What follows belongs to an exercise in optimizing a design on an open flow for small area and a short achievable clock period; a production flow would make more cautious choices. Where RTL was checked, it was by simulation tests only, not by an equivalence proof against the original. Function not checked in runs 1 to 6: the RTL went through the layout flow alone.

--- flow/design.v ---
package key_expansion_pkg;
    localparam int NR_DEFAULT = 10;
    function automatic logic [7:0] rcon_next(input logic [3:0] r);
        logic [7:0] val;
        case (r)
            4'd0:    val = 8'h01;
            4'd1:    val = 8'h02;
            4'd2:    val = 8'h04;
            4'd3:    val = 8'h08;
            4'd4:    val = 8'h10;
            4'd5:    val = 8'h20;
            4'd6:    val = 8'h40;
            4'd7:    val = 8'h80;
            4'd8:    val = 8'h1b;
            4'd9:    val = 8'h36;
            default: val = 8'h00;
        endcase
        rcon_next = val;
    endfunction
endpackage
module aes_sbox (
    input  logic [7:0] data,
    output logic [7:0] sub
);
    logic U0, U1, U2, U3, U4, U5, U6, U7;
    logic T1, T2, T3, T4, T5, T6, T7, T8, T9, T10, T11, T12;
    logic T13, T14, T15, T16, T17, T18, T19, T20, T21, T22, T23, T24;
    logic T25, T26, T27, M1, M2, M3, M4, M5, M6, M7, M8, M9;
    logic M10, M11, M12, M13, M14, M15, M16, M17, M18, M19, M20, M21;
    logic M22, M23, M24, M25, M26, M27, M28, M29, M30, M31, M32, M33;
    logic M34, M35, M36, M37, M38, M39, M40, M41, M42, M43, M44, M45;
    logic M46, M47, M48, M49, M50, M51, M52, M53, M54, M55, M56, M57;
    logic M58, M59, M60, M61, M62, M63, L0, L1, L2, L3, L4, L5;
    logic L6, L7, L8, L9, L10, L11, L12, L13, L14, L15, L16, L17;
    logic L18, L19, L20, L21, L22, L23, L24, L25, L26, L27, L28, L29;
    assign {U0, U1, U2, U3, U4, U5, U6, U7} = data;
    assign T1 = U0 ^ U3;
    assign T2 = U0 ^ U5;
    assign T3 = U0 ^ U6;
    assign T4 = U3 ^ U5;
    assign T5 = U4 ^ U6;
    assign T6 = T1 ^ T5;
    assign T7 = U1 ^ U2;
    assign T8 = U7 ^ T6;
    assign T9 = U7 ^ T7;
    assign T10 = T6 ^ T7;
    assign T11 = U1 ^ U5;
    assign T12 = U2 ^ U5;
    assign T13 = T3 ^ T4;
    assign T14 = T6 ^ T11;
    assign T15 = T5 ^ T11;
    assign T16 = T5 ^ T12;
    assign T17 = T9 ^ T16;
    assign T18 = U3 ^ U7;
    assign T19 = T7 ^ T18;
    assign T20 = T1 ^ T19;
    assign T21 = U6 ^ U7;
    assign T22 = T7 ^ T21;
    assign T23 = T2 ^ T22;
    assign T24 = T2 ^ T10;
    assign T25 = T20 ^ T17;
    assign T26 = T3 ^ T16;
    assign T27 = T1 ^ T12;
    assign M1 = T13 & T6;
    assign M2 = T23 & T8;
    assign M3 = T14 ^ M1;
    assign M4 = T19 & U7;
    assign M5 = M4 ^ M1;
    assign M6 = T3 & T16;
    assign M7 = T22 & T9;
    assign M8 = T26 ^ M6;
    assign M9 = T20 & T17;
    assign M10 = M9 ^ M6;
    assign M11 = T1 & T15;
    assign M12 = T4 & T27;
    assign M13 = M12 ^ M11;
    assign M14 = T2 & T10;
    assign M15 = M14 ^ M11;
    assign M16 = M3 ^ M2;
    assign M17 = M5 ^ T24;
    assign M18 = M8 ^ M7;
    assign M19 = M10 ^ M15;
    assign M20 = M16 ^ M13;
    assign M21 = M17 ^ M15;
    assign M22 = M18 ^ M13;
    assign M23 = M19 ^ T25;
    assign M24 = M22 ^ M23;
    assign M25 = M22 & M20;
    assign M26 = M21 ^ M25;
    assign M27 = M20 ^ M21;
    assign M28 = M23 ^ M25;
    assign M29 = M28 & M27;
    assign M30 = M26 & M24;
    assign M31 = M20 & M23;
    assign M32 = M27 & M31;
    assign M33 = M27 ^ M25;
    assign M34 = M21 & M22;
    assign M35 = M24 & M34;
    assign M36 = M24 ^ M25;
    assign M37 = M21 ^ M29;
    assign M38 = M32 ^ M33;
    assign M39 = M23 ^ M30;
    assign M40 = M35 ^ M36;
    assign M41 = M38 ^ M40;
    assign M42 = M37 ^ M39;
    assign M43 = M37 ^ M38;
    assign M44 = M39 ^ M40;
    assign M45 = M42 ^ M41;
    assign M46 = M44 & T6;
    assign M47 = M40 & T8;
    assign M48 = M39 & U7;
    assign M49 = M43 & T16;
    assign M50 = M38 & T9;
    assign M51 = M37 & T17;
    assign M52 = M42 & T15;
    assign M53 = M45 & T27;
    assign M54 = M41 & T10;
    assign M55 = M44 & T13;
    assign M56 = M40 & T23;
    assign M57 = M39 & T19;
    assign M58 = M43 & T3;
    assign M59 = M38 & T22;
    assign M60 = M37 & T20;
    assign M61 = M42 & T1;
    assign M62 = M45 & T4;
    assign M63 = M41 & T2;
    assign L0 = M61 ^ M62;
    assign L1 = M50 ^ M56;
    assign L2 = M46 ^ M48;
    assign L3 = M47 ^ M55;
    assign L4 = M54 ^ M58;
    assign L5 = M49 ^ M61;
    assign L6 = M62 ^ L5;
    assign L7 = M46 ^ L3;
    assign L8 = M51 ^ M59;
    assign L9 = M52 ^ M53;
    assign L10 = M53 ^ L4;
    assign L11 = M60 ^ L2;
    assign L12 = M48 ^ M51;
    assign L13 = M50 ^ L0;
    assign L14 = M52 ^ M61;
    assign L15 = M55 ^ L1;
    assign L16 = M56 ^ L0;
    assign L17 = M57 ^ L1;
    assign L18 = M58 ^ L8;
    assign L19 = M63 ^ L4;
    assign L20 = L0 ^ L1;
    assign L21 = L1 ^ L7;
    assign L22 = L3 ^ L12;
    assign L23 = L18 ^ L2;
    assign L24 = L15 ^ L9;
    assign L25 = L6 ^ L10;
    assign L26 = L7 ^ L9;
    assign L27 = L8 ^ L10;
    assign L28 = L11 ^ L14;
    assign L29 = L11 ^ L17;
    assign sub[7] = L6 ^ L24;
    assign sub[6] = ~(L16 ^ L26);
    assign sub[5] = ~(L19 ^ L28);
    assign sub[4] = L6 ^ L21;
    assign sub[3] = L20 ^ L22;
    assign sub[2] = L25 ^ L29;
    assign sub[1] = ~(L13 ^ L27);
    assign sub[0] = ~(L6 ^ L23);
endmodule
module key_expansion
#(
    parameter int NR = key_expansion_pkg::NR_DEFAULT
) (
    input  logic            clk,
    input  logic            rst_n,
    input  logic            start_in,
    input  logic [31:0]     K0_in,
    input  logic [31:0]     K1_in,
    input  logic [31:0]     K2_in,
    input  logic [31:0]     K3_in,
    input  logic            ready_in,
    output logic [31:0]     D0_out,
    output logic [31:0]     D1_out,
    output logic [31:0]     D2_out,
    output logic [31:0]     D3_out,
    output logic            valid_out,
    output logic [3:0]      round_out,
    output logic            busy_out,
    output logic            done_out
);
    logic        valid_q, done_q;
    logic [31:0] w0_q, w1_q, w2_q, w3_q;
    logic [3:0]  round_q;
    logic [31:0] sub_word;
    logic [31:0] t_word;
    logic [31:0] n0, n1, n2, n3;
    logic        last;
    for (genvar i = 0; i < 4; i++) begin : g_sbox
        aes_sbox u_sbox (
            .data (w3_q[(8*i + 24) % 32 +: 8]),
            .sub  (sub_word[8*i +: 8])
        );
    end
    assign t_word = sub_word ^ {key_expansion_pkg::rcon_next(round_q), 24'h000000};
    assign n0     = w0_q ^ t_word;
    assign n1     = w1_q ^ n0;
    assign n2     = w2_q ^ n1;
    assign n3     = w3_q ^ n2;
    assign last   = (round_q == 4'(NR));
    always_ff @(posedge clk or negedge rst_n) begin
        if (!rst_n) begin
            valid_q <= 1'b0;
            done_q  <= 1'b0;
        end else begin
            valid_q <= valid_q ? !(ready_in && last) : start_in;
            done_q  <= valid_q && ready_in && last;
        end
    end
    always_ff @(posedge clk) begin
        if (!valid_q) begin
            w0_q    <= K0_in;
            w1_q    <= K1_in;
            w2_q    <= K2_in;
            w3_q    <= K3_in;
            round_q <= 4'd0;
        end else if (ready_in) begin
            w0_q    <= n0;
            w1_q    <= n1;
            w2_q    <= n2;
            w3_q    <= n3;
            round_q <= round_q + 4'd1;
        end
    end
    assign D0_out    = w0_q;
    assign D1_out    = w1_q;
    assign D2_out    = w2_q;
    assign D3_out    = w3_q;
    assign round_out = round_q;
    assign valid_out = valid_q;
    assign busy_out  = valid_q;
    assign done_out  = done_q;
endmodule
--- flow/run.sh ---
#!/bin/bash
# synth_recipe.tcl (not shown) runs the flow's synth.tcl, then flattens the netlist and writes it again
# the make line also repeats each setting of config.mk as NAME=value (left out here)
make -C /OpenROAD-flow-scripts/flow DESIGN_CONFIG=/design/flow/config.mk WORK_HOME=/design/flow/orfs CLKGATE_MAP_FILE= SYNTH_SCRIPT=/design/flow/synth_recipe.tcl finish
--- flow/config.mk ---
export PLATFORM = sky130hd
export DESIGN_NAME = key_expansion
export DESIGN_NICKNAME = key_expansion
export VERILOG_FILES = /design/flow/design.v
export SDC_FILE = /design/flow/constraint.sdc
export NUM_CORES = 4
export LEC_CHECK = 0
export CAP_MARGIN = 20
export CORE_MARGIN = 2
export CORE_UTILIZATION = 40
export SLEW_MARGIN = 20
--- flow/constraint.sdc ---
create_clock -name core_clock -period 17.0 [get_ports {clk}]
set_input_delay 3.4000 -clock core_clock [delete_from_list [all_inputs] [get_ports {clk}]]
set_output_delay 3.4000 -clock core_clock [all_outputs]
set_load 0.01 [all_outputs]
==> impl_metrics.yaml, run 1 <==
final_layout:
  layout_common_cells: "267 x xnor2_1, 266 x clkdlybuf4s50_1, 159 x nor2_1"
  stdcell_area_um2: 19500
  drive_above_1_share_pct: 11.5
  fin_cells: 2428
  final_common_cell: "xnor2_1"
  syn_to_final_growth_pct: 22.6
  nets: 2032
  fin_util_pct: 49.4
  antenna_cells: 0
die:
  io_pins: 267
  dieWidth_um: 204
  fp.dieH_um: 204
  coreArea_um2: 39500
  initial_core_util_pct: 40.3
  num_rows: 73
  die_area_um2: 41500
timing:
  setup_viol: 0
  slew_headroom_pct: 25.7
  max_freq_mhz: 151
  period_share_pct: 38.9
  period_minus_slack_ns: 6.61
  worst_pin_slew_ns: 1.11
  setup_tns_ns: 0
  rsz0062_at_grt: "no"
  fin_skew_ns: 0.00932
  layout_setup_ws_ns: 10.39
  hold_violations: 0
  drv_slew: 0
synth:
  yosysWarnings: 1
  syn_avg_cell_area_um2: 9.42
  ys_ff_latch: 142
  syn_inst: 1693
  synthSimpleGateAreaFrac_pct: 13.2
  synth_compound_area_share_pct: 17.2
  synth_area_um2: 15900
  syn-num-nets: 1835
  synth_enable_flop_cells: 128
  synth_top_family_by_area: "XOR/XNOR gates"
  synth_xor_area_share_pct: 32.3
  synth_flop_cell: "edfxtp_1"
  synth-adder-area-share_pct: 0.848
  async_flop_share_pct: 1.41
  seq_area_frac_synth_pct: 25.9
  synth.area.mux_share_pct: 6.48
  synth_cell_type_count: 104
global_routing:
  gr-total-overflow: 0
  grt_pass1_vias: 13300
  grt.total_usage_pct: 23.3
  antenna_found_initial: 1
  grt_max_degree: 71
  grt_pass1_wl_um: 75800
setup_path:
  cpMostUsedCell: "xnor2_1"
  end_kind: "register"
  critPathArrivalTime_ns: 6.81
  crit_slowest_cell: "xor2_1"
  critPathMaxStageDelay_ns: 0.91
  cp-start-kind: "register"
  critPathRequiredTime_ns: 17.20
  critPathMaxFanout: 15
  cp_cell_sequence: "xor2_1 -> buf_4 -> xnor2_1 -> xor2_1 -> ha_1 -> xor2_1 -> xnor2_1 -> xnor2_1 -> xor2_1 -> nor3_1 -> a21oi_1 -> nor3_1 -> a2111oi_4 -> xor3_2 -> xnor3_1 -> xnor2_1 -> xnor2_1 -> mux2_2"
  path_delay_family: "XOR/XNOR gates"
  worstSetupPathType: "register to register"
  worst-path-buf-inv: 1
  path_depth: 18
  worstRegToRegCells: 18
min_path:
  min_path_cells: 1
  hold_class: "register to register"
clock_tree:
  clock-root-buffer: "clkbuf_16"
  cts_buffers: 17
  htreeDepth: 4
  hold_buffers: 0
  post_cts_buffers: 0
  post_cts_resized: 0
  clk_latency_ns: 0.45
  cts.clk_slew.worst_paths_ns: 0.06
  clock_path_buffers: 2
  cts_tree: "yes"
  clock_sinks: 142
job:
  drv_cap: 0
placed_design:
  pre_cts_slack_ns: 10.48
  dpl.cell_count: 2396
  port_buffers: 266
  hpwlAfterDp_um: 36300
  dpl_cell_area_um2: 18900
  gp_congestion: 0.926
outcome:
  outcome: "timing/DRC/antenna clean"
detailed_routing:
  vias: 13600
  drt_iter0_drc: 1134
  drc: 0
  first_pass_iters: 7
  wl_um: 48700
  avgRoutedWirePerCell_um: 20.1
  vias_per_cell: 5.60
  antenna_left: 0
-- cells in the mapped netlist (11+ instances only) --
cell / n / area share (%)
o21ai_1: 12 / 0.38
buf_2: 38 / 1.2
xnor2_2: 32 / 3.3
nand3_1: 35 / 1.1
nor4_1: 11 / 0.43
nor3_1: 39 / 1.2
nor2_1: 159 / 3.7
xor2_1: 94 / 5.2
o211ai_1: 13 / 0.61
a31oi_1: 18 / 0.71
xor3_1: 13 / 1.9
nand2b_1: 19 / 0.75
inv_1: 26 / 0.61
nor2b_1: 19 / 0.75
clkbuf_1: 43 / 1.0
a221oi_1: 11 / 0.60
mux2i_1: 25 / 1.6
nand2_1: 112 / 2.6
a211oi_1: 13 / 0.61
buf_4: 15 / 0.71
o21ai_0: 62 / 1.9
edfxtp_1: 128 / 24
dfxtp_1: 12 / 1.5
xnor3_1: 28 / 4.0
a21oi_1: 134 / 4.2
xnor2_1: 268 / 15
o22ai_1: 16 / 0.63
mux2_2: 67 / 4.7
-- sequential cells by signal, indices dropped and copies added, names as in the netlist, named ones only --
signal and count:
w0_q 32, round_q 4, valid_q 1, w1_q 32
done_q 1, w2_q 32, w3_q 32
-- cell type report --
cell class | instances | area (um^2)
inverter | 27 | 101
multi-input combinational | 1415 | 11200
sequential | 142 | 4140
fill | 3730 | 20000
timing repair buffer | 287 | 2820
clock inverter | 11 | 190
tap | 525 | 657
clock buffer | 21 | 450
-- worst paths after layout --
check / startpoint / to / slack (ns)
max reg2reg: w3_q[9]$_DFFE_PP_ / w3_q[23]$_DFFE_PP_ / 10.39
min in group asynchronous: rst_n / valid_q$_DFF_PN0_ / 3.11
max in group asynchronous: rst_n / valid_q$_DFF_PN0_ / 13.75
min reg2reg: round_q[3]$_SDFFE_PN0P_ / done_q$_DFF_PN0_ / 0.53
min: round_q[3]$_SDFFE_PN0P_ / done_q$_DFF_PN0_ / 0.53
max: w3_q[9]$_DFFE_PP_ / w3_q[23]$_DFFE_PP_ / 10.39
-- cells by family (layout without fill, tap and decap cells) --
logic type               count (synthesis)  after routing
XOR/XNOR                               458            458
AND/OR/NAND/NOR                        450            450
AO/OA/AOI/OAI                          402            402
flip-flops                             142            142
buffers and inverters                  136            346
multiplexers                            94             94
adder cells (fa/ha/maj)                 11             11
-- metal layers --
layer / up-vias / part of all wire (%) / GRT usage (%)
met3: 46 / 5.7 / 4.39
met5: - / 0.021 / 0
met1: 6600 / 46 / 31.9
li1: 6473 / - / -
met4: 2 / 1.7 / 6.05
met2: 472 / 47 / 37.8
-- metrics by stage --
stage | hold slack, ns
after detailed placement | 0.530
after global routing | 0.549
after CTS | 0.538
final | 0.528
after global placement | 0.534
after floorplan | 0.535
==> run 2, diff against run 1 <==
--- a/flow/config.mk
+++ b/flow/config.mk
@@ -6,6 +6,8 @@
 export NUM_CORES = 4
 export LEC_CHECK = 0
+export ABC_AREA = 1
 export CAP_MARGIN = 20
 export CORE_MARGIN = 2
-export CORE_UTILIZATION = 40
+export CORE_UTILIZATION = 60
+export SETUP_SLACK_MARGIN = 5
 export SLEW_MARGIN = 20
==> run 2 against run 1 <==
  * Non-clock buffer count fell by 17
  * Critical path depth decreased by 14
  * Design area fell by 4.3%
  * Still clean on timing, DRC and antenna
  * Clock skew increased by 0.0055 ns
  * Global-route usage is 13 points higher
  * Routed wire length rose by 2.6%
  * Worst setup slack improved by 0.98 ns
  * Highest routed layer is now met4
  * Sequential cell count is the same
  * Largest cell class unchanged
==> impl_metrics.yaml, run 2 <==
global_routing:
  gr-total-overflow: 0
  antenna_found_initial: 9
  grt_max_degree: 112
  use_met1_pct: 50.2
  grt_pass1_vias: 15700
  grt_pass1_wl_um: 77800
  met3_usage_pct: 6.45
  grt.total_usage_pct: 36.7
  use_met2_pct: 57.8
  grt-busiest-layer: "met2"
timing:
  period_share_pct: 33.1
  period_minus_slack_ns: 5.63
  slew_headroom_pct: 27.2
  drv_slew: 0
  setup_tns_ns: 0
  rsz0062_at_grt: "no"
  hold_violations: 0
  max_freq_mhz: 178
  hold_ws_ns: 0.503
  worst_pin_slew_ns: 1.09
  setup_viol: 0
  fin_skew_ns: 0.0148
synth:
  syn_avg_cell_area_um2: 6.11
  synth_enable_flop_cells: 128
  syn_inst: 2493
  synth_cell_type_count: 41
  synth_most_common_cell: "nand2_1"
  synth_area_leader_cell: "nand2_1"
  async_flop_share_pct: 1.41
  synthTopCellsByCount: "1068 x nand2_1, 388 x nand3_1, 228 x inv_1"
  seq_area_frac_synth_pct: 27.2
  yosys-top-cells-area: "nand2_1 26%, edfxtp_1 25%, nand3_1 13%"
  synth_flop_cell: "edfxtp_1"
  synth_top_area_share_pct: 26.3
  syn-num-nets: 2635
  synth_area_um2: 15200
  yosysWarnings: 1
  ys_ff_latch: 142
die:
  initial_core_util_pct: 60.8
  dieWidth_um: 163
  num_rows: 58
  die_area_um2: 26700
  io_pins: 267
  fp.dieH_um: 163
  coreArea_um2: 25000
setup_path:
  cp-start-kind: "primary input"
  worstRegToRegCells: 34
  worstSetupPathType: "primary input to register"
  r2r-start: "w3_q[6]$_DFFE_PP_"
  rr_endpoint: "w3_q[9]$_DFFE_PP_"
  ff2ff_setup_slack_ns: 12.02
  end_kind: "register"
  critPathRequiredTime_ns: 17.07
  critPathArrivalTime_ns: 5.70
  critPathMaxFanout: 67
clock_tree:
  clock_path_buffers: 2
  cts_buffers: 17
  htreeDepth: 4
  clock-root-buffer: "clkbuf_16"
  cts_tree: "yes"
  hold_buffers: 0
  clock_sinks: 142
  post_cts_buffers: 0
  clk_latency_ns: 0.45
  cts.clk_slew.worst_paths_ns: 0.07
  post_cts_resized: 0
min_path:
  holdPathEnd: "done_q$_DFF_PN0_"
  hold_class: "register to register"
  hp-start: "round_q[3]$_SDFFE_PN0P_"
  min_path_cells: 2
detailed_routing:
  first_pass_iters: 6
  antenna_left: 0
  vias_per_cell: 5.71
  avgRoutedWirePerCell_um: 16.2
  vias: 17600
  drt_iter0_drc: 2050
  wl_um: 50000
  drc: 0
final_layout:
  syn_to_final_growth_pct: 22.8
  drive_above_1_share_pct: 8.77
  final_common_cell: "nand2_1"
  nFillCells: 2060
  nets: 2878
  layout_common_cells: "1067 x nand2_1, 388 x nand3_1, 266 x clkdlybuf4s50_1"
placed_design:
  gp_congestion: 0.955
  hpwlAfterDp_um: 39500
  port_buffers: 266
job:
  drv_cap: 0
outcome:
  outcome: "timing/DRC/antenna clean"
[run 2: changes by cell type after synthesis, sizes merged, moves of 39 or more]
cell and delta:
inv +252, xnor2 -271, a31oi +41, a21oi -118
nor3 -41, nand2 +1051, o21ai -39, mux2 -68
nand3 +375, buf -44
[run 2: routing by layer]
| metal | up-vias | routed length [um] |
|---|---|---|
| met5 | - | 0 |
| met4 | 0 | 1870 |
| met3 | 141 | 5200 |
| met2 | 953 | 22300 |
| met1 | 8015 | 20600 |
| li1 | 8522 | - |
[run 2: per-stage QoR]
| step | instances | area [um^2] | utilization (%) | setup WS, ns |
|---|---|---|---|---|
| floorplan | 2493 | 15200 | - | 10.32 |
| global placement | 3047 | 18100 | 72.2 | 10.98 |
| detailed placement | 3047 | 18100 | 72.2 | 10.98 |
| CTS | 3079 | 18700 | 74.6 | 11.41 |
| global route | 3088 | 18700 | 74.7 | 11.27 |
| finish | 3088 | 18700 | 74.7 | 11.37 |
[run 2: kinds of logic (layout without fill, tap and decap cells)]
logic type	after synthesis	after routing	synth area share, %
AOI/OAI and AO/OA	118	118	4.46
other	0	9	0
and+or+nand+nor	1789	1789	51.6
buffers and inverters	324	580	8.70
DFF	142	142	27.2
adders and majority gates	10	10	0.822
xor gates and xnor gates	110	110	7.22
[run 2: final cells by class]
class                      instances  area (um^2)  area share [%]
multi-input combinational       2027         9770            52.3
clock inverter                    15          183           0.977
inverter                         278         1050            5.63
antenna                            9         22.5           0.120
clock buffer                      17          425            2.27
timing repair buffer             270         2690            14.4
tap                              330          413            2.21
sequential                       142         4140            22.1
[run 2: how the worst max path moves through the flow]
stage	startpoint	to	slack [ns]	cells past startpoint
CTS	ready_in	w1_q[2]$_DFFE_PP_	11.41	4
global placement	ready_in	w0_q[3]$_DFFE_PP_	10.98	4
detailed placement	ready_in	w0_q[5]$_DFFE_PP_	10.98	4
floorplan	ready_in	w0_q[0]$_DFFE_PP_	10.32	2
global route	ready_in	w2_q[7]$_DFFE_PP_	11.27	4
finish	ready_in	w2_q[7]$_DFFE_PP_	11.37	4
[run 2: worst max-delay path, stage by stage]
cell             delay [ns]
clkdlybuf4s50_1        0.54
inv_1                  0.12
nand2_4                0.68
buf_4                  0.81
==> run 3, diff against run 2 <==
--- a/flow/config.mk
+++ b/flow/config.mk
@@ -6,5 +6,5 @@
 export NUM_CORES = 4
 export LEC_CHECK = 0
-export ABC_AREA = 1
+export ABC_CLOCK_PERIOD_IN_PS = 3000
 export CAP_MARGIN = 20
 export CORE_MARGIN = 2
==> run 3 against run 2 <==
  * Still clean
  * Maximum frequency is 15% lower
  * Sequential share of layout area is 0.57 points lower
  * Global-route usage is 2.8 points lower
  * Critical path type is now register to register
  * Critical endpoint is now w3_q[8]$_DFFE_PP_
  * Largest cell class unchanged
==> impl_metrics.yaml, run 3 <==
die:
  coreArea_um2: 26100
  io_pins: 267
  num_rows: 59
  die_area_um2: 27900
  initial_core_util_pct: 61.2
  dieWidth_um: 167
  fp.dieH_um: 167
global_routing:
  grt_pass1_vias: 13500
  gr-total-overflow: 0
  antenna_found_initial: 5
  grt_pass1_wl_um: 75500
  grt_max_degree: 84
  grt.total_usage_pct: 33.9
synth:
  synth_enable_flop_cells: 128
  syn_avg_cell_area_um2: 9.42
  synth_area_um2: 15900
  yosys-top-cells-area: "edfxtp_1 24%, xnor2_1 15%, xor2_1 5.2%"
  synth_most_common_cell: "xnor2_1"
  seq_area_frac_synth_pct: 25.9
  ys_ff_latch: 142
  synth_flop_cell: "edfxtp_1"
  syn_inst: 1693
  syn-num-nets: 1835
  yosysWarnings: 1
  synth_top_area_share_pct: 24.1
  synth_area_leader_cell: "edfxtp_1"
  synthTopCellsByCount: "268 x xnor2_1, 159 x nor2_1, 134 x a21oi_1"
  synth_cell_type_count: 104
  async_flop_share_pct: 1.41
setup_path:
  critPathRequiredTime_ns: 17.18
  cp_cell_sequence: "xor3_1 -> xnor2_1 -> inv_1 -> ha_1 -> xnor2_1 -> xnor2_2 -> xnor3_1 -> nand2_1 -> o21ai_0 -> a211o_1 -> xnor2_4 -> xnor3_1 -> xnor2_1 -> xnor2_1 -> xnor2_1 -> mux2_2"
  critPathMaxFanout: 22
  worst-path-buf-inv: 1
  r2r-start: "w3_q[5]$_DFFE_PP_"
  cpMostUsedCell: "xnor2_1"
  crit_slowest_cell: "xnor3_1"
  path_delay_family: "XOR/XNOR gates"
  ff2ff_setup_slack_ns: 10.37
  worstRegToRegCells: 16
  critPathArrivalTime_ns: 6.81
  cp-start-kind: "register"
  critPathMaxStageDelay_ns: 0.82
  worstSetupPathType: "register to register"
  end_kind: "register"
  rr_endpoint: "w3_q[8]$_DFFE_PP_"
detailed_routing:
  drc: 0
  highest_layer: "met4"
  antenna_left: 0
  drt_iter0_drc: 1569
  wl_met1_um: 20600
  wl_um: 48100
  avgRoutedWirePerCell_um: 21.5
  first_pass_iters: 6
  vias_per_cell: 6.24
  dr_wl_met2_um: 23100
  vias: 14000
  route.met3.wl_um: 3250
min_path:
  holdPathEnd: "done_q$_DFF_PN0_"
  min_path_cells: 1
  hold_class: "register to register"
  hp-start: "round_q[3]$_SDFFE_PN0P_"
timing:
  period_minus_slack_ns: 6.63
  hold_violations: 0
  worst_pin_slew_ns: 1.06
  period_share_pct: 39.0
  layout_setup_ws_ns: 10.37
  max_freq_mhz: 151
  rsz0062_at_grt: "no"
  fin_skew_ns: 0.0127
  setup_tns_ns: 0
  drv_slew: 0
  setup_viol: 0
  slew_headroom_pct: 29.3
clock_tree:
  hold_buffers: 0
  post_cts_buffers: 0
  clock_sinks: 142
  clk_latency_ns: 0.44
  cts_buffers: 17
  clock_path_buffers: 2
  htreeDepth: 4
  clock-root-buffer: "clkbuf_16"
  post_cts_resized: 0
  cts_tree: "yes"
  cts.clk_slew.worst_paths_ns: 0.08
final_layout:
  layout_common_cells: "267 x xnor2_1, 266 x clkdlybuf4s50_1, 159 x nor2_1"
  drive_above_1_share_pct: 11.5
  final_common_cell: "xnor2_1"
  fin_util_pct: 73.7
  nFillCells: 1984
  syn_to_final_growth_pct: 20.4
  nets: 2029
placed_design:
  port_buffers: 266
  gp_congestion: 0.952
  hpwlAfterDp_um: 35800
  pre_cts_slack_ns: 10.54
job:
  drv_cap: 0
outcome:
  outcome: "timing/DRC/antenna clean"
==> run 3: changes by cell type in the layout (fill, tap and decap cells not counted), sizes merged, moves of 31 or more <==
cell | previous run | this run
nand2 | 1164 | 113
nand3 | 410 | 35
xnor2 | 36 | 307
inv | 284 | 39
a21oi | 17 | 135
mux2 | 0 | 68
a31oi | 60 | 19
nor3 | 1 | 42
o21ai | 36 | 75
xnor3 | 0 | 31
==> run 3: cells by family (layout without fill, tap and decap cells) <==
kind of cell / count (synthesis) / in the layout / share of synthesized area, %
adder cells (fa/ha/maj): 11 / 11 / 0.848
other: 0 / 5 / 0
AO/OA/AOI/OAI: 402 / 402 / 17.2
multiplexers: 94 / 94 / 6.48
flip-flops: 142 / 142 / 25.9
XOR/XNOR: 458 / 458 / 32.3
AND/OR/NAND/NOR: 450 / 450 / 13.2
buffers and inverters: 136 / 343 / 4.14
==> run 3: stage by stage <==
step / cells / hold WS [ns] / area [um^2]
2_1_floorplan: 1693 / 0.535 / 15900
3_3_place_gp: 2203 / 0.562 / 18600
3_5_place_dp: 2203 / 0.585 / 18600
4_1_cts: 2235 / 0.597 / 19200
5_1_grt: 2240 / 0.637 / 19200
6_report: 2240 / 0.611 / 19200
==> run 3: final cells by class <==
class	instances	area (um^2)	area share (%)
sequential	142	4140	21.6
inverter	27	101	0.528
clock inverter	15	136	0.710
timing repair buffer	284	2800	14.6
antenna	5	12.5	0.0652
clock buffer	17	425	2.22
tap	335	419	2.18
multi-input combinational	1415	11200	58.2
==> run 3: worst max-delay path by stage <==
stage                                     to               from  cells after the start
final                      w3_q[8]$_DFFE_PP_  w3_q[5]$_DFFE_PP_                     16
after global routing      w3_q[10]$_DFFE_PP_  w3_q[5]$_DFFE_PP_                     17
after CTS                  w3_q[8]$_DFFE_PP_  w3_q[5]$_DFFE_PP_                     17
after detailed placement   w3_q[8]$_DFFE_PP_  w3_q[5]$_DFFE_PP_                     17
after global placement     w3_q[8]$_DFFE_PP_  w3_q[5]$_DFFE_PP_                     16
after floorplan            w0_q[0]$_DFFE_PP_           ready_in                      1
==> run 3: per-layer routing <==
metal,GRT usage [%],vias to the layer above
met2,55.3,665
li1,-,6466
met5,0,-
met1,47.5,6759
met3,4.47,86
met4,9.37,0
==> run 4, diff against run 3 <==
--- a/flow/design.v
+++ b/flow/design.v
@@ -3,17 +3,12 @@
     function automatic logic [7:0] rcon_next(input logic [3:0] r);
         logic [7:0] val;
-        case (r)
-            4'd0:    val = 8'h01;
-            4'd1:    val = 8'h02;
-            4'd2:    val = 8'h04;
-            4'd3:    val = 8'h08;
-            4'd4:    val = 8'h10;
-            4'd5:    val = 8'h20;
-            4'd6:    val = 8'h40;
-            4'd7:    val = 8'h80;
-            4'd8:    val = 8'h1b;
-            4'd9:    val = 8'h36;
-            default: val = 8'h00;
-        endcase
+        val[0] = ~r[2] & ~r[1] & ~r[0];                      
+        val[1] = r[3] | (~r[2] & ~r[1] & r[0]);              
+        val[2] = (~r[2] & r[1] & ~r[0]) | (r[3] & r[0]);     
+        val[3] = (~r[2] & r[1] & r[0]) | (r[3] & ~r[0]);     
+        val[4] = r[3] | (r[2] & ~r[1] & ~r[0]);              
+        val[5] = (r[2] & ~r[1] & r[0]) | (r[3] & r[0]);      
+        val[6] = r[2] & r[1] & ~r[0];                        
+        val[7] = r[2] & r[1] & r[0];                         
         rcon_next = val;
     endfunction
@@ -190,5 +185,7 @@
     logic [31:0] sub_word;
     logic [31:0] t_word;
-    logic [31:0] n0, n1, n2, n3;
+    logic [31:0] rc_word;
+    logic [31:0] p0, p1, p2, p3;
+    logic [31:0] q0, q1, q2, q3;
     logic        last;
     for (genvar i = 0; i < 4; i++) begin : g_sbox
@@ -198,10 +195,15 @@
         );
     end
-    assign t_word = sub_word ^ {key_expansion_pkg::rcon_next(round_q), 24'h000000};
-    assign n0     = w0_q ^ t_word;
-    assign n1     = w1_q ^ n0;
-    assign n2     = w2_q ^ n1;
-    assign n3     = w3_q ^ n2;
-    assign last   = (round_q == 4'(NR));
+    assign rc_word = {key_expansion_pkg::rcon_next(round_q), 24'h000000};
+    assign p0      = w0_q ^ rc_word;
+    assign p1      = p0 ^ w1_q;
+    assign p2      = p1 ^ w2_q;
+    assign p3      = p2 ^ w3_q;
+    assign q0      = valid_q ? p0 : K0_in;
+    assign q1      = valid_q ? p1 : K1_in;
+    assign q2      = valid_q ? p2 : K2_in;
+    assign q3      = valid_q ? p3 : K3_in;
+    assign t_word  = valid_q ? sub_word : 32'h0;
+    assign last    = round_q[3] & round_q[1];    
     always_ff @(posedge clk or negedge rst_n) begin
         if (!rst_n) begin
@@ -214,16 +216,10 @@
     end
     always_ff @(posedge clk) begin
-        if (!valid_q) begin
-            w0_q    <= K0_in;
-            w1_q    <= K1_in;
-            w2_q    <= K2_in;
-            w3_q    <= K3_in;
-            round_q <= 4'd0;
-        end else if (ready_in) begin
-            w0_q    <= n0;
-            w1_q    <= n1;
-            w2_q    <= n2;
-            w3_q    <= n3;
-            round_q <= round_q + 4'd1;
+        if (!valid_q || ready_in) begin
+            w0_q    <= q0 ^ t_word;
+            w1_q    <= q1 ^ t_word;
+            w2_q    <= q2 ^ t_word;
+            w3_q    <= q3 ^ t_word;
+            round_q <= valid_q ? round_q + 4'd1 : 4'd0;
         end
     end
==> flow/flow/run.sh (new file) <==
#!/bin/bash
# Layout flow: the standard ORFS flow (standard.sh), with extra make variables from
# flow/make_args.txt (one VAR=value per line) and, if flow/abc.script exists, that ABC
# script in place of ORFS's abc_speed.script (a copy of ORFS's scripts folder is used).
# Each ORFS step writes its own log under orfs/logs/; make's output goes to make.log.
set -euo pipefail
HERE=$(pwd)
ARGS=()
if [[ -f flow/abc.script ]]; then
  rm -rf "$HERE/scripts"
  cp -r "$FLOW_HOME/scripts" "$HERE/scripts"
  cp flow/abc.script "$HERE/scripts/abc_speed.script"
  ARGS+=("SCRIPTS_DIR=$HERE/scripts")
fi
if [[ -f flow/make_args.txt ]]; then
  while IFS= read -r line; do
    [[ -n "$line" && "$line" != \#* ]] && ARGS+=("$line")
  done < flow/make_args.txt
fi
echo "make args: ${ARGS[*]}" > make.log
bash standard.sh "${ARGS[@]}" finish >> make.log 2>&1
==> flow/flow/make_args.txt (new file) <==
ABC_AREA=1
CORE_UTILIZATION=60
SETUP_SLACK_MARGIN=12.5
BUFFER_PORTS_ARGS=-buffer_cell sky130_fd_sc_hd__buf_2
==> flow/standard.sh (new file) <==
#!/bin/bash
# synth_recipe.tcl (not shown) runs the flow's synth.tcl, then flattens the netlist and writes it again
# the make line also repeats each setting of config.mk as NAME=value (left out here)
make -C /OpenROAD-flow-scripts/flow DESIGN_CONFIG=/design/flow/config.mk WORK_HOME=/design/flow/orfs CLKGATE_MAP_FILE= SYNTH_SCRIPT=/design/flow/synth_recipe.tcl "${@:-finish}"
--- a/flow/config.mk
+++ b/flow/config.mk
@@ -6,8 +6,6 @@
 export NUM_CORES = 4
 export LEC_CHECK = 0
-export ABC_CLOCK_PERIOD_IN_PS = 3000
 export CAP_MARGIN = 20
 export CORE_MARGIN = 2
-export CORE_UTILIZATION = 60
-export SETUP_SLACK_MARGIN = 5
+export CORE_UTILIZATION = 40
 export SLEW_MARGIN = 20
removed: flow/run.sh
==> run 4 against run 3 <==
  * Still clean on timing, DRC and antenna
  * Register-to-register slack better by 2.3 ns
  * Cell count up 45%
  * Critical path depth fell by 14
  * Die area grew 2.4%
  * Worst setup slack improved by 2.0 ns
  * Sequential cell count down 8
  * Area after synthesis increased by 2.5%
  * Largest cell class unchanged
==> impl_metrics.yaml, run 4 <==
outcome:
  outcome: "timing/DRC/antenna clean"
setup_path:
  end_kind: "output pin"
  critPathRequiredTime_ns: 13.60
  critPathMaxStageDelay_ns: 0.49
  critPathMaxFanout: 3
  cp-start-kind: "register"
  worstSetupPathType: "register to output pin"
  crit_slowest_cell: "edfxtp_1"
  cpMostUsedCell: "buf_6"
  critPathArrivalTime_ns: 1.22
  cp_cell_sequence: "buf_6 -> buf_6"
die:
  dieWidth_um: 169
  die_area_um2: 28600
  io_pins: 267
  num_rows: 60
  fp.dieH_um: 169
  initial_core_util_pct: 60.8
  coreArea_um2: 26900
clock_tree:
  clock-root-buffer: "clkbuf_16"
  clock_sinks: 134
  htreeDepth: 4
  cts_buffers: 17
  hold_buffers: 0
  cts.clk_slew.worst_paths_ns: 0.07
  clock_path_buffers: 2
  clk_latency_ns: 0.44
  cts_tree: "yes"
timing:
  fin_skew_ns: 0.0137
  hold_violations: 0
  period_minus_slack_ns: 4.62
  setup_viol: 0
  layout_setup_ws_ns: 12.38
  drv_slew: 0
  worst_pin_slew_ns: 1.18
  slew_headroom_pct: 21.3
  rsz0062_at_grt: "yes"
  period_share_pct: 27.2
  max_freq_mhz: 217
  setup_tns_ns: 0
detailed_routing:
  antenna_left: 0
  first_pass_iters: 6
  vias_per_cell: 5.49
  wl_um: 50500
  vias: 17800
  avgRoutedWirePerCell_um: 15.5
  drt_iter0_drc: 1460
  drc: 0
synth:
  syn_avg_cell_area_um2: 6.32
  synth_enable_flop_cells: 132
  synth_most_common_cell: "nand2_1"
  synth_area_leader_cell: "nand2_1"
  ys_ff_latch: 134
  synth_flop_cell: "edfxtp_1"
  synth_top_area_share_pct: 24.3
  yosys-top-cells-area: "nand2_1 24%, edfxtp_1 24%, nand3_1 6.3%"
  synth_area_um2: 16300
  yosysWarnings: 1
  synthTopCellsByCount: "1057 x nand2_1, 267 x inv_1, 206 x nand3_1"
  syn_inst: 2585
  seq_area_frac_synth_pct: 24.6
  synth_cell_type_count: 51
  async_flop_share_pct: 1.49
  syn-num-nets: 2726
placed_design:
  port_buffers: 266
  gp_congestion: 0.934
  hpwlAfterDp_um: 37100
  dpl.cell_count: 3130
  pre_cts_slack_ns: 12.17
global_routing:
  grt.total_usage_pct: 33.4
  grt_pass1_vias: 16200
  grt_pass1_wl_um: 77400
  grt_max_degree: 133
  antenna_found_initial: 4
  gr-total-overflow: 0
final_layout:
  syn_to_final_growth_pct: 20.6
  layout_common_cells: "1013 x nand2_1, 261 x inv_1, 260 x buf_2"
  nets: 3036
  fin_cells: 3252
  final_common_cell: "nand2_1"
  drive_above_1_share_pct: 26.8
min_path:
  hold_class: "register to register"
job:
  drv_cap: 0
-- run 4: changes by cell type in the layout (fill, tap and decap cells not counted), moves of 69 or more --
cell	delta
a21oi_1	-106
buf_2	+260
clkdlybuf4s50_1	-266
inv_1	+235
nand2_1	+901
nand2_2	+142
nand3_1	+155
nand3_2	+69
nand4_1	+130
nor2_1	-73
xnor2_1	-219
-- run 4: worst paths after layout --
path,from,end,depth (start not counted),slack (ns)
worst max-delay path,w3_q[5]$_DFFE_PP_,D3_out[5],2,12.38
worst min-delay path,round_q[0]$_SDFFCE_PN0P_,round_q[0]$_SDFFCE_PN0P_,2,0.73
worst max register to register,w3_q[5]$_DFFE_PP_,w2_q[10]$_DFFE_PP_,31,12.70
worst min register to register,round_q[0]$_SDFFCE_PN0P_,round_q[0]$_SDFFCE_PN0P_,2,0.73
max in group asynchronous,rst_n,valid_q$_DFF_PN0_,1,14.13
min in group asynchronous,rst_n,done_q$_DFF_PN0_,1,2.75
-- run 4: layout make-up --
type                            instances  area [um^2]
Clock inverter                         14          174
Timing Repair Buffer                  358         2140
Tap cell                              341          427
Sequential cell                       134         4020
Clock buffer                           18          429
Multi-Input combinational cell       2071        11300
Inverter                              313         1200
Fill cell                            2238         7180
Antenna cell                            3         7.51
-- run 4: per-stage QoR --
stage | util [%] | instance area (um^2) | hold WS (ns)
after global placement | 66.1 | 17800 | 0.690
final | 73.3 | 19700 | 0.728
after detailed placement | 66.1 | 17800 | 0.711
after global routing | 73.3 | 19700 | 0.764
after CTS | 69.5 | 18700 | 0.720
after floorplan | - | 16400 | 0.691
-- run 4: per-layer routing --
| metal | vias to the layer above | GRT usage (%) | part of all wire [%] |
|---|---|---|---|
| li1 | 8911 | - | - |
| met1 | 8193 | 42.1 | 41 |
| met2 | 636 | 59.6 | 49 |
| met3 | 98 | 3.67 | 6.2 |
| met4 | 2 | 11.1 | 2.9 |
| met5 | - | 0 | 0.022 |
-- run 4: critical path, delay by kind of cell, from the launching register on --
kind                   cells  cell delay (ns)
buffers and inverters      2             0.28
flip-flops                 1             0.49
-- run 4: logic make-up (layout without fill, tap and decap cells) --
logic type / after synthesis / in the layout / synth area share [%]
adders and majority gates: 9 / 9 / 0.689
buffers and inverters: 380 / 703 / 9.72
AOI/OAI and AO/OA: 142 / 142 / 4.97
muxes: 2 / 2 / 0.123
other: 0 / 3 / 0
xor gates and xnor gates: 172 / 172 / 10.2
DFF: 134 / 134 / 24.6
and+or+nand+nor: 1746 / 1746 / 49.7
-- run 4: what timing repair did --
item / CTS / global route
pin swaps: 0 / 15
gates resized for setup: 5 / 140
setup buffers: 40 / 45
hold endpoints to repair: 0 / 0
setup endpoints to repair: 37 / 135
cloned: 0 / 2
==> run 5, diff against run 4 <==
--- a/flow/flow/run.sh
+++ b/flow/flow/run.sh
@@ -2,5 +2,5 @@
 # Layout flow: the standard ORFS flow (standard.sh), with extra make variables from
 # flow/make_args.txt (one VAR=value per line) and, if flow/abc.script exists, that ABC
-# script in place of ORFS's abc_speed.script (a copy of ORFS's scripts folder is used).
+# script in place of ORFS's abc_speed.script and abc_area.script (a copy of ORFS's scripts folder is used).
 # Each ORFS step writes its own log under orfs/logs/; make's output goes to make.log.
 set -euo pipefail
@@ -11,4 +11,5 @@
   cp -r "$FLOW_HOME/scripts" "$HERE/scripts"
   cp flow/abc.script "$HERE/scripts/abc_speed.script"
+  cp flow/abc.script "$HERE/scripts/abc_area.script"
   ARGS+=("SCRIPTS_DIR=$HERE/scripts")
 fi
==> flow/flow/abc.script (new file) <==
strash
dch
map -a
topo
stime -c
==> run 5 against run 4 <==
  * Area after synthesis fell by 29%
  * The run now fails in global routing
  * Synthesized cell count fell by 47%
==> impl_metrics.yaml, run 5 <==
synth:
  synth_enable_flop_cells: 132
  synth.area.mux_share_pct: 3.13
  synth_xor_area_share_pct: 34.4
  syn_inst: 1358
  yosysWarnings: 1
  synth_compound_area_share_pct: 7.40
  synth_cell_type_count: 24
  yosys-top-cells-area: "edfxtp_1 34%, xor2_1 17%, xnor2_1 17%"
  syn-num-nets: 1499
  synth_top_area_share_pct: 34.4
  syn_avg_cell_area_um2: 8.49
  synth-adder-area-share_pct: 0.977
  async_flop_share_pct: 1.49
  synth_most_common_cell: "nand2_1"
  synthTopCellsByCount: "342 x nand2_1, 230 x xor2_1, 223 x xnor2_1"
  synth_flop_cell: "edfxtp_1"
  seq_area_frac_synth_pct: 34.8
  synth_area_um2: 11500
  synthSimpleGateAreaFrac_pct: 15.3
  synth_top_family_by_area: "XOR/XNOR gates"
  synth_area_leader_cell: "edfxtp_1"
  ys_ff_latch: 134
die:
  dieWidth_um: 143
  fp.dieH_um: 143
  io_pins: 267
  initial_core_util_pct: 61.4
  num_rows: 50
placed_design:
  dpl.cell_count: 1861
  port_buffers: 266
  hpwlAfterDp_um: 21500
  dpl_cell_area_um2: 13600
  gp_congestion: 0.943
timing:
  endpoint_type: "register data pin"
  crit_endpoint: "w0_q[25]$_DFFE_PP_/D"
global_routing:
  grt.total_usage_pct: 97.8
  grt_max_degree: 81
  gr-total-overflow: 1561
clock_tree:
  clock-root-buffer: "clkbuf_16"
  htreeDepth: 4
  clock_sinks: 134
  cts_buffers: 17
  clock_path_buffers: 2
outcome:
  stop_stage: "global routing"
  error: "[ERROR GRT-0232] Routing congestion too high. Check the congestion heatmap in the GUI."
  outcome: "stopped before the end"
-- run 5: worst max-delay path by stage --
| stage | start | endpoint | slack (ns) | cells after the start |
|---|---|---|---|---|
| after floorplan | ready_in | round_q[0]$_SDFFCE_PN0P_ | 10.30 | 2 |
| after global placement | ready_in | w0_q[12]$_DFFE_PP_ | 11.49 | 4 |
| after detailed placement | ready_in | w0_q[9]$_DFFE_PP_ | 11.47 | 4 |
| after CTS | ready_in | w0_q[30]$_DFFE_PP_ | 12.27 | 4 |
-- run 5: cell families after synthesis --
| family | Yosys count |
|---|---|
| AOI/OAI and AO/OA | 155 |
| xor gates and xnor gates | 453 |
| adders and majority gates | 9 |
| buffers and inverters | 119 |
| DFF | 134 |
| muxes | 36 |
| and+or+nand+nor | 452 |
-- run 5: metrics by stage --
| stage | utilization, % | setup slack [ns] |
|---|---|---|
| floorplan | - | 10.30 |
| global placement | 72.6 | 11.49 |
| detailed placement | 72.6 | 11.47 |
| CTS | 86.5 | 12.27 |
-- run 5: layer usage --
| layer | global-route usage (%) | overflow |
|---|---|---|
| met1 | 87.8 | 13 |
| met2 | 128 | 1159 |
| met3 | 72.9 | 10 |
| met4 | 114 | 379 |
| met5 | 21.6 | 0 |
-- run 5: timing repair --
action,4_1_cts
setup buffers,118
pin swaps,87
gates resized for setup,224
hold buffers,0
setup endpoints to repair,232
==> run 6, diff against run 5 <==
==> flow/flow/abc.script (replaced) <==
strash
&get -n
&dch
&nf -a
&put
topo
stime -c
==> run 6 against run 5 <==
  * Now clean on timing, DRC and antenna
  * Synthesized cell count shrank 17%
  * Area after synthesis grew 2.4%
==> impl_metrics.yaml, run 6 <==
outcome:
  outcome: "timing/DRC/antenna clean"
global_routing:
  antenna_found_initial: 0
  grt_pass1_vias: 9832
  grt_max_degree: 84
  grt.total_usage_pct: 30.1
  grt_pass1_wl_um: 48600
  gr-total-overflow: 0
timing:
  period_minus_slack_ns: 5.24
  drv_slew: 0
  max_freq_mhz: 191
  slew_headroom_pct: 32.2
  rsz0062_at_grt: "yes"
  setup_tns_ns: 0
  period_share_pct: 30.8
  fin_skew_ns: 0.0141
  worst_pin_slew_ns: 1.02
  layout_setup_ws_ns: 11.76
  hold_violations: 0
  setup_viol: 0
setup_path:
  critPathMaxStageDelay_ns: 0.61
  worstSetupPathType: "register to register"
  critPathArrivalTime_ns: 5.43
  end_kind: "register"
  cp-start-kind: "register"
  critPathRequiredTime_ns: 17.19
  critPathMaxFanout: 5
  worst-path-buf-inv: 2
  cpMostUsedCell: "xnor2_2"
  cp_cell_sequence: "buf_4 -> xnor2_2 -> xnor2_2 -> nor2_2 -> xor2_1 -> xnor3_1 -> nor2_1 -> xnor2_1 -> buf_4 -> xor2_4 -> xnor2_2 -> nor2_2 -> xnor3_1 -> xnor2_1 -> nand2_1 -> xor2_1"
  path_delay_family: "XOR/XNOR gates"
  crit_slowest_cell: "xnor3_1"
final_layout:
  layout_common_cells: "245 x buf_2, 193 x xnor2_1, 182 x buf_4"
  stdcell_area_um2: 18100
  drive_above_1_share_pct: 46.6
  final_common_cell: "buf_2"
  nFillCells: 614
  syn_to_final_growth_pct: 53.7
  nets: 1779
  antenna_cells: 0
synth:
  yosysWarnings: 1
  syn_avg_cell_area_um2: 10.5
  synth_enable_flop_cells: 132
  ys_ff_latch: 134
  yosys-top-cells-area: "edfxtp_1 34%, xnor2_1 22%, xor2_1 13%"
  seq_area_frac_synth_pct: 34.0
  synth_area_um2: 11800
  syn_inst: 1126
  synth_cell_type_count: 40
  async_flop_share_pct: 1.49
  synthTopCellsByCount: "298 x xnor2_1, 179 x xor2_1, 132 x edfxtp_1"
  synth_area_leader_cell: "edfxtp_1"
  syn-num-nets: 1267
  synth_top_area_share_pct: 33.6
  synth_flop_cell: "edfxtp_1"
  synth_most_common_cell: "xnor2_1"
job:
  drv_cap: 0
die:
  num_rows: 51
  die_area_um2: 20800
  io_pins: 267
  dieWidth_um: 144
  fp.dieH_um: 144
  initial_core_util_pct: 60.8
  coreArea_um2: 19400
detailed_routing:
  wl_um: 48000
  vias: 11900
  first_pass_iters: 9
  drc: 0
  vias_per_cell: 6.19
  antenna_left: 0
  drt_iter0_drc: 1186
  avgRoutedWirePerCell_um: 25.0
clock_tree:
  clock_path_buffers: 2
  cts_buffers: 17
  hold_buffers: 0
  htreeDepth: 4
  cts.clk_slew.worst_paths_ns: 0.07
  clk_latency_ns: 0.45
  clock_sinks: 134
  clock-root-buffer: "clkbuf_16"
  cts_tree: "yes"
placed_design:
  dpl_cell_area_um2: 13700
  port_buffers: 266
  hpwlAfterDp_um: 20000
  pre_cts_slack_ns: 11.52
  gp_congestion: 0.896
min_path:
  hold_class: "register to register"
==> run 6: cell types whose count changed after synthesis, moves of 13 or more <==
cell / before / now
a21oi_1: 27 / 71
and2_0: 0 / 13
clkinv_1: 118 / 11
mux2i_1: 36 / 54
nand2_1: 342 / 81
nand3_1: 18 / 2
nor2_1: 71 / 116
o21ai_0: 95 / 32
xnor2_1: 223 / 298
xnor3_1: 0 / 42
xor2_1: 230 / 179
==> run 6: final cells by class <==
| type | instances | area (um^2) | share of cell area (%) |
|---|---|---|---|
| multi-input combinational | 981 | 9770 | 53.9 |
| sequential | 134 | 4020 | 22.2 |
| timing repair buffer | 493 | 3370 | 18.6 |
| clock buffer | 21 | 450 | 2.48 |
| tap | 265 | 332 | 1.83 |
| clock inverter | 11 | 151 | 0.835 |
| inverter | 11 | 41.3 | 0.228 |
==> run 6: per-stage QoR <==
stage | hold WS [ns] | instances | utilization (%)
2_1_floorplan | 0.731 | 1126 | -
3_3_place_gp | 0.690 | 1660 | 70.8
3_5_place_dp | 0.707 | 1660 | 70.8
4_1_cts | 0.717 | 1833 | 83.3
5_1_grt | 0.754 | 1916 | 93.5
6_report | 0.736 | 1916 | 93.5
==> run 6: worst paths after layout <==
path	depth (start not counted)	slack [ns]	from	endpoint
max in group asynchronous	1	14.16	rst_n	valid_q$_DFF_PN0_
min in group asynchronous	1	2.73	rst_n	valid_q$_DFF_PN0_
hold reg to reg	2	0.74	w0_q[8]$_DFFE_PP_	w0_q[8]$_DFFE_PP_
setup / recovery	16	11.76	w3_q[2]$_DFFE_PP_	w0_q[15]$_DFFE_PP_
setup reg to reg	16	11.76	w3_q[2]$_DFFE_PP_	w0_q[15]$_DFFE_PP_
hold / removal	2	0.74	w0_q[8]$_DFFE_PP_	w0_q[8]$_DFFE_PP_
==> run 6: cells by family (layout without fill, tap and decap cells) <==
kind of cell | after synthesis | count (layout) | share of synthesized area [%]
XOR/XNOR | 520 | 520 | 43.6
AND/OR/NAND/NOR | 250 | 251 | 9.10
adder cells (fa/ha/maj) | 9 | 9 | 0.954
flip-flops | 134 | 134 | 34.0
AO/OA/AOI/OAI | 144 | 144 | 7.05
buffers and inverters | 12 | 536 | 0.413
multiplexers | 57 | 57 | 4.87
==> run 6: timing repair <==
action                                  in CTS  in global routing
gates resized for setup                    140                230
endpoints found under the setup margin     228                206
setup buffers                              140                 83
pin swaps                                   76                 88
hold endpoints to repair                     0                  0
gates cloned                                 1                  0
==> run 6: worst min-delay path: stages (launching register included) <==
cell and delay (ns):
edfxtp_1 0.37, mux2i_1 0.10, xnor2_1 0.15
==> run 6: per-layer routing <==
| metal | share of wire [%] | track usage (%) | up-vias |
|---|---|---|---|
| met1 | 34 | 37.3 | 5579 |
| met3 | 9.8 | 6.89 | 341 |
| met2 | 49 | 52.2 | 1079 |
| met4 | 7.8 | 10.1 | 0 |
| li1 | - | - | 4864 |
| met5 | 0 | 0 | - |
==> run 7, diff against run 6 <==
--- a/flow/design.v
+++ b/flow/design.v
@@ -184,8 +184,8 @@
     logic [3:0]  round_q;
     logic [31:0] sub_word;
-    logic [31:0] t_word;
     logic [31:0] rc_word;
     logic [31:0] p0, p1, p2, p3;
-    logic [31:0] q0, q1, q2, q3;
+    logic [31:0] sel_ld, sel_adv, sel_hold;
+    logic [3:0]  round_d;
     logic        last;
     for (genvar i = 0; i < 4; i++) begin : g_sbox
@@ -195,15 +195,15 @@
         );
     end
-    assign rc_word = {key_expansion_pkg::rcon_next(round_q), 24'h000000};
-    assign p0      = w0_q ^ rc_word;
-    assign p1      = p0 ^ w1_q;
-    assign p2      = p1 ^ w2_q;
-    assign p3      = p2 ^ w3_q;
-    assign q0      = valid_q ? p0 : K0_in;
-    assign q1      = valid_q ? p1 : K1_in;
-    assign q2      = valid_q ? p2 : K2_in;
-    assign q3      = valid_q ? p3 : K3_in;
-    assign t_word  = valid_q ? sub_word : 32'h0;
-    assign last    = round_q[3] & round_q[1];    
+    assign rc_word  = {key_expansion_pkg::rcon_next(round_q), 24'h000000};
+    assign p0       = w0_q ^ rc_word;
+    assign p1       = p0 ^ w1_q;
+    assign p2       = p1 ^ w2_q;
+    assign p3       = p2 ^ w3_q;
+    assign sel_ld   = {32{~valid_q}};
+    assign sel_adv  = {32{valid_q & ready_in}};
+    assign sel_hold = {32{valid_q & ~ready_in}};
+    assign last     = round_q[3] & round_q[1];    
+    assign round_d  = ({4{valid_q & ready_in}} & (round_q + 4'd1))
+                    | ({4{valid_q & ~ready_in}} & round_q);
     always_ff @(posedge clk or negedge rst_n) begin
         if (!rst_n) begin
@@ -216,11 +216,9 @@
     end
     always_ff @(posedge clk) begin
-        if (!valid_q || ready_in) begin
-            w0_q    <= q0 ^ t_word;
-            w1_q    <= q1 ^ t_word;
-            w2_q    <= q2 ^ t_word;
-            w3_q    <= q3 ^ t_word;
-            round_q <= valid_q ? round_q + 4'd1 : 4'd0;
-        end
+        w0_q    <= (sel_ld & K0_in) | (sel_adv & (p0 ^ sub_word)) | (sel_hold & w0_q);
+        w1_q    <= (sel_ld & K1_in) | (sel_adv & (p1 ^ sub_word)) | (sel_hold & w1_q);
+        w2_q    <= (sel_ld & K2_in) | (sel_adv & (p2 ^ sub_word)) | (sel_hold & w2_q);
+        w3_q    <= (sel_ld & K3_in) | (sel_adv & (p3 ^ sub_word)) | (sel_hold & w3_q);
+        round_q <= round_d;
     end
     assign D0_out    = w0_q;
removed: flow/flow/abc.script
==> run 7 against run 6 <==
  * Via count rose by 57%
  * Clock-buffer cell count fell by 3
  * Worst hold slack got worse by 0.24 ns
  * Sequential share of layout area fell by 7.1 points
  * Clock skew fell by 0.00070 ns
  * Non-clock buffer count fell by 216
  * Die area rose by 36%
  * Routed wire length rose by 5.4%
  * Synthesized cell count rose to 2.5 times the previous value
  * Maximum frequency rose by 17%
==> impl_metrics.yaml, run 7 <==
die:
  initial_core_util_pct: 60.5
  io_pins: 267
  coreArea_um2: 26700
  num_rows: 60
  die_area_um2: 28300
  dieWidth_um: 168
  fp.dieH_um: 168
timing:
  period_share_pct: 26.4
  worst_pin_slew_ns: 0.734
  max_freq_mhz: 223
  setup_tns_ns: 0
  slew_headroom_pct: 51.1
  hold_ws_ns: 0.494
  setup_viol: 0
  drv_slew: 0
  rsz0062_at_grt: "no"
  hold_violations: 0
  period_minus_slack_ns: 4.48
  fin_skew_ns: 0.0134
synth:
  synth_cell_type_count: 44
  synth_area_um2: 16200
  syn_avg_cell_area_um2: 5.70
  synth_flop_cell: "dfxtp_1"
  synth_area_leader_cell: "nand2_1"
  async_flop_share_pct: 1.49
  synthTopCellsByCount: "1117 x nand2_1, 500 x nand3_1, 328 x inv_1"
  yosys-top-cells-area: "nand2_1 26%, dfxtp_1 16%, nand3_1 15%"
  synth_top_area_share_pct: 25.9
  syn-num-nets: 2979
  synth_most_common_cell: "nand2_1"
  synth_enable_flop_cells: 0
  syn_inst: 2838
  seq_area_frac_synth_pct: 16.7
  ys_ff_latch: 134
  yosysWarnings: 1
final_layout:
  layout_common_cells: "1113 x nand2_1, 499 x nand3_1, 325 x inv_1"
  stdcell_area_um2: 18500
  nets: 3213
  final_common_cell: "nand2_1"
  syn_to_final_growth_pct: 14.6
  drive_above_1_share_pct: 20.7
clock_tree:
  clock_path_buffers: 2
  cts_buffers: 17
  cts.clk_slew.worst_paths_ns: 0.07
  clock_sinks: 134
  cts_tree: "yes"
  clk_latency_ns: 0.45
  htreeDepth: 4
  clock-root-buffer: "clkbuf_16"
placed_design:
  dpl_cell_area_um2: 17600
  gp_congestion: 0.948
  port_buffers: 266
  hpwlAfterDp_um: 39500
setup_path:
  critPathMaxFanout: 10
  path_delay_family: "flip-flops"
  crit_start: "w3_q[25]$_DFF_P_"
  critPathRequiredTime_ns: 13.60
  end_kind: "output pin"
  r2r-start: "w3_q[21]$_DFF_P_"
  ff2ff_setup_slack_ns: 12.89
  cp_cell_sequence: "buf_2"
  worstSetupPathType: "register to output pin"
  crit_slowest_cell: "dfxtp_4"
  critPathMaxStageDelay_ns: 0.46
  critPathArrivalTime_ns: 1.08
  rr_endpoint: "w2_q[31]$_DFF_P_"
  worstRegToRegCells: 25
  cp-start-kind: "register"
  worst-path-buf-inv: 1
min_path:
  holdPathEnd: "w2_q[0]$_DFF_P_"
  hold_class: "register to register"
  hp-start: "w2_q[0]$_DFF_P_"
  min_path_cells: 2
detailed_routing:
  wl_met1_um: 22500
  route.met3.wl_um: 2930
  highest_layer: "met4"
  antenna_left: 0
  avgRoutedWirePerCell_um: 14.8
  drt_iter0_drc: 1758
  dr_wl_met2_um: 24000
  first_pass_iters: 6
  wl_um: 50600
  vias_per_cell: 5.44
  drc: 0
  vias: 18700
outcome:
  outcome: "timing/DRC/antenna clean"
global_routing:
  gr-total-overflow: 0
  grt_max_degree: 78
  antenna_found_initial: 4
  grt_pass1_vias: 16600
  grt.total_usage_pct: 34.8
  grt_pass1_wl_um: 80900
job:
  drv_cap: 0
[run 7: cell count changes in the layout (fill, tap and decap cells not counted), sizes merged, moves of 132 or more]
cell / previous run / this run
dfxtp: 0 / 132
inv: 2 / 384
xnor2: 298 / 54
nand3: 2 / 528
edfxtp: 132 / 0
buf: 493 / 277
nand2: 81 / 1261
[run 7: what timing repair did]
action	in CTS	in global routing
endpoints found under the setup margin	103	95
hold buffers	0	0
buffers inserted	1	6
endpoints found under the hold margin	0	0
resized for setup	50	25
[run 7: layout make-up]
class	instances	area (um^2)
Multi-Input combinational cell	2257	11800
Fill cell	2475	8200
Sequential cell	134	2780
Inverter	385	1490
Timing Repair Buffer	277	1440
Clock buffer	18	429
Tap cell	341	427
Clock inverter	12	183
Antenna cell	4	10.0
[run 7: how the worst max path moves through the flow]
stage / end / cells after the start
6_report: D3_out[25] / 1
2_1_floorplan: w0_q[16]$_DFF_P_ / 5
3_3_place_gp: w0_q[16]$_DFF_P_ / 6
3_5_place_dp: w2_q[16]$_DFF_P_ / 6
4_1_cts: D3_out[17] / 1
5_1_grt: D0_out[16] / 1
[run 7: kinds of logic after synthesis]
kind of cell	share of synthesized area (%)
AND/OR/NAND/NOR	55.3
flip-flops	16.7
adder cells (fa/ha/maj)	0.696
XOR/XNOR	11.0
AO/OA/AOI/OAI	5.19
buffers and inverters	11.2
[run 7: layer usage]
metal / vias to the layer above / global-route usage, %
met2: 641 / 59.8
met3: 80 / 4.28
met5: - / 0
met1: 8525 / 45.7
met4: 0 / 10.8
li1: 9412 / -
[run 7: worst reg2reg max path, delay by kind of cell, from the launching register on]
family / cells / cell delay [ns]
xor gates and xnor gates: 5 / 1.37
adders and majority gates: 1 / 0.29
buffers and inverters: 2 / 0.11
DFF: 1 / 0.40
and+or+nand+nor: 17 / 1.84
[run 7: metrics by stage]
step	std cells	util (%)	setup slack, ns
floorplan	2838	-	12.59
global placement	3387	66.0	11.80
detailed placement	3387	66.0	11.72
CTS	3418	68.7	12.47
global route	3428	69.3	12.50
finish	3428	69.3	12.52

[static timing again, ports no longer ideal]
The flow's constraints put no driver on any port. The routed layouts listed below were extracted and timed again, unchanged, in two steps. Step 1 sets driving cells, clkbuf_16 on the clock port and buf_2 on the other inputs (assumed; they add their load-dependent delay and slew). Step 2 also shifts input and output timing later by t, the mid clock arrival at the registers, as if the neighbouring blocks saw the same clock. Three values: no drivers, after step 1, after step 2; two values: the first two.
run	t, ns	slack for setup (ns)	hold WS [ns]	pins driven straight from the clock port
run 1	0.495	10.390 / 10.390 / 10.390	0.528 / 0.528 / 0.528	1
run 2	0.492	11.373 / 11.402 / 10.910	0.503 / 0.503 / 0.503	1
run 3	0.487	10.373 / 10.373 / 10.373	0.611 / 0.611 / 0.611	1
run 4	0.485	12.383 / 12.331 / 12.033	0.728 / 0.728 / 0.728	1
run 6	0.494	11.758 / 11.758 / 11.758	0.736 / 0.736 / 0.736	1
run 7	0.495	12.518 / 12.465 / 12.138	0.494 / 0.494 / 0.494	1
After both steps setup and hold are still met in every run listed. For run 2, which loses most, drivers alone change the setup slack by +0.029 ns; drivers and shift together by -0.463 ns.
